What follows belongs to an exercise in optimizing a design on an open flow for small area; a production flow would make more cautious choices.
Function was checked by simulation only, so behaviour that the tests miss may differ from the original.
No activity file was given, so power comes from the tool's default toggle rates.

Design mlacc_ctrl, start of the top module:
module mlacc_ctrl (
    input  logic                      in_clk,
    input  logic                      in_reset,
    input  mlacc_isa_pkg::inst_t      in_inst,
    output mlacc_isa_pkg::pc_t        out_pc,
    output mlacc_isa_pkg::word_t      out_addr_x,
    output mlacc_isa_pkg::word_t      out_addr_y,
    output logic                      out_x_sel,
    output logic                      out_y_sel,
    output mlacc_ctrl_pkg::issue_op_t out_op,
    output logic                      out_we,
    output mlacc_isa_pkg::word_t      out_addr_z
);
    logic [7:0]  fetch_pc;
    logic [7:0]  loop_begin;
    logic [7:0]  loop_end;
    logic [31:0] loop_n;
    logic        loop_on;
    logic [7:0]  pc_inc;
    logic        should_jump;
    logic        loop_load;
    logic        fetch_advance;
    logic [3:0]  funct;
    logic [13:0] len;
    logic [31:1] cur_x;
    logic [31:1] cur_y;
    logic [31:1] cur_z;
    logic        x_flag;
    logic        y_flag;
  ...
export LEC_CHECK = 0
export CAP_MARGIN = 20
export CORE_MARGIN = 2
export CORE_UTILIZATION = 40
export SLEW_MARGIN = 20
create_clock -name core_clock -period 6.5 [get_ports {in_clk}]
run.sh (not shown) runs the stock make flow with config.mk's settings and CLKGATE_MAP_FILE= SYNTH_SCRIPT=/design/flow/synth_recipe.tcl, a recipe that flattens the netlist after the stock synthesis.
==> next run, changes <==
==> flow/flow/run.sh (new file) <==
#!/bin/bash
# The standard ORFS layout, with two changes: the port buffers are buf_1 cells
# instead of the resizer's pick, and clock tree synthesis adds no dummy loads
# and builds the tree from clkbuf_8 cells in clusters of up to 16 sinks.
set -euo pipefail
export BUFFER_PORTS_ARGS="-buffer_cell sky130_fd_sc_hd__buf_1"
export CTS_ARGS="-sink_clustering_enable -repair_clock_nets -dont_use_dummy_load -buf_list sky130_fd_sc_hd__clkbuf_8 -sink_clustering_size 16 -sink_clustering_max_diameter 70"
bash standard.sh > standard.log 2>&1
==> flow/standard.sh (new file) <==
#!/bin/bash
# synth_recipe.tcl (not shown) runs the flow's synth.tcl, then flattens the netlist and writes it again
# the make line also repeats each setting of config.mk as NAME=value (left out here)
make -C /OpenROAD-flow-scripts/flow DESIGN_CONFIG=/design/flow/config.mk WORK_HOME=/design/flow/orfs CLKGATE_MAP_FILE= SYNTH_SCRIPT=/design/flow/synth_recipe.tcl "${@:-finish}"
removed: flow/run.sh
After rerunning:
- worst setup slack is better by 160 ps
- total power went down by 18%
- clock power decreases by 52%
- first-iteration DRC count shrinks by 11%
- clock skew rose by 37 ps
- via count goes down by 1.0%
- global-route usage decreases by 0.19 points
- routed wire length falls by 1.1%
- final area falls by 10%
- maximum frequency grows by 2.7%
==> next run, changes <==
==> flow/flow/run.sh (replaced) <==
#!/bin/bash
# The standard ORFS layout, with two changes: the port buffers are buf_1 cells
# instead of the resizer's pick, and clock tree synthesis adds no dummy loads
# and builds the tree from clkbuf_4 cells.
set -euo pipefail
export BUFFER_PORTS_ARGS="-buffer_cell sky130_fd_sc_hd__buf_1"
export CTS_ARGS="-sink_clustering_enable -repair_clock_nets -dont_use_dummy_load -buf_list sky130_fd_sc_hd__clkbuf_4"
bash standard.sh > standard.log 2>&1
The changed run ran to the end with no violations. Total power rose by 6.0%. Clock-buffer cell count rose by 97. Worst setup slack loses 60 ps. Hold slack loses 30 ps. Via count rose by 2.8%. First-iteration DRC count rose by 10%. Sequential power stays flat. Fmax fell by 0.99%. Wire length rose by 1.7%. Clock skew rose by 48 ps.
==> next run, changes <==
==> flow/run.sh (new file) <==
#!/bin/bash
# synth_recipe.tcl (not shown) runs the flow's synth.tcl, then flattens the netlist and writes it again
# the make line also repeats each setting of config.mk as NAME=value (left out here)
make -C /OpenROAD-flow-scripts/flow DESIGN_CONFIG=/design/flow/config.mk WORK_HOME=/design/flow/orfs CLKGATE_MAP_FILE= SYNTH_SCRIPT=/design/flow/synth_recipe.tcl finish
- CTS_BUF_LIST: not set -> sky130_fd_sc_hd__clkbuf_4
removed: flow/flow/run.sh
removed: flow/standard.sh
Routed wire length increases slightly.
Hold slack gets better by 36 ps.
Non-clock buffer count increases by 5.
Power increases by roughly a tenth.
Setup slack gets worse by 230 ps.
Utilization increases by 4.1 points.

## static timing again, ports no longer ideal
Ports are ideal in the flow. The routed layouts listed here were re-timed in OpenROAD. Step 1 (the two cells are an assumption about what drives the block):
set clk [get_ports {in_clk}]
set_driving_cell -lib_cell sky130_fd_sc_hd__clkbuf_16 $clk
set_driving_cell -lib_cell sky130_fd_sc_hd__buf_2 [delete_from_list [all_inputs] $clk]
Step 2 moves the port delays by t, midway between the first and last clock arrival at a register: inputs arrive t later, outputs are due t later. That takes back most of the time a late clock gives input paths. a / b / c = ideal ports / drivers / drivers and shift; a / b = the first two.
run | shift t [ns] | setup WS [ns] | worst register clock-pin slew, ns
the first run | 0.665 | 0.402 / 0.344 / 1.009 | 0.07 / 0.07
the second run | 0.658 | 0.563 / 0.511 / 1.170 | 0.11 / 0.11
the third run | 0.954 | 0.503 / 0.452 / 1.406 | 0.07 / 0.07
the fourth run | 0.986 | 0.274 / 0.218 / 1.205 | 0.07 / 0.07
After both steps every run listed still meets setup and hold.
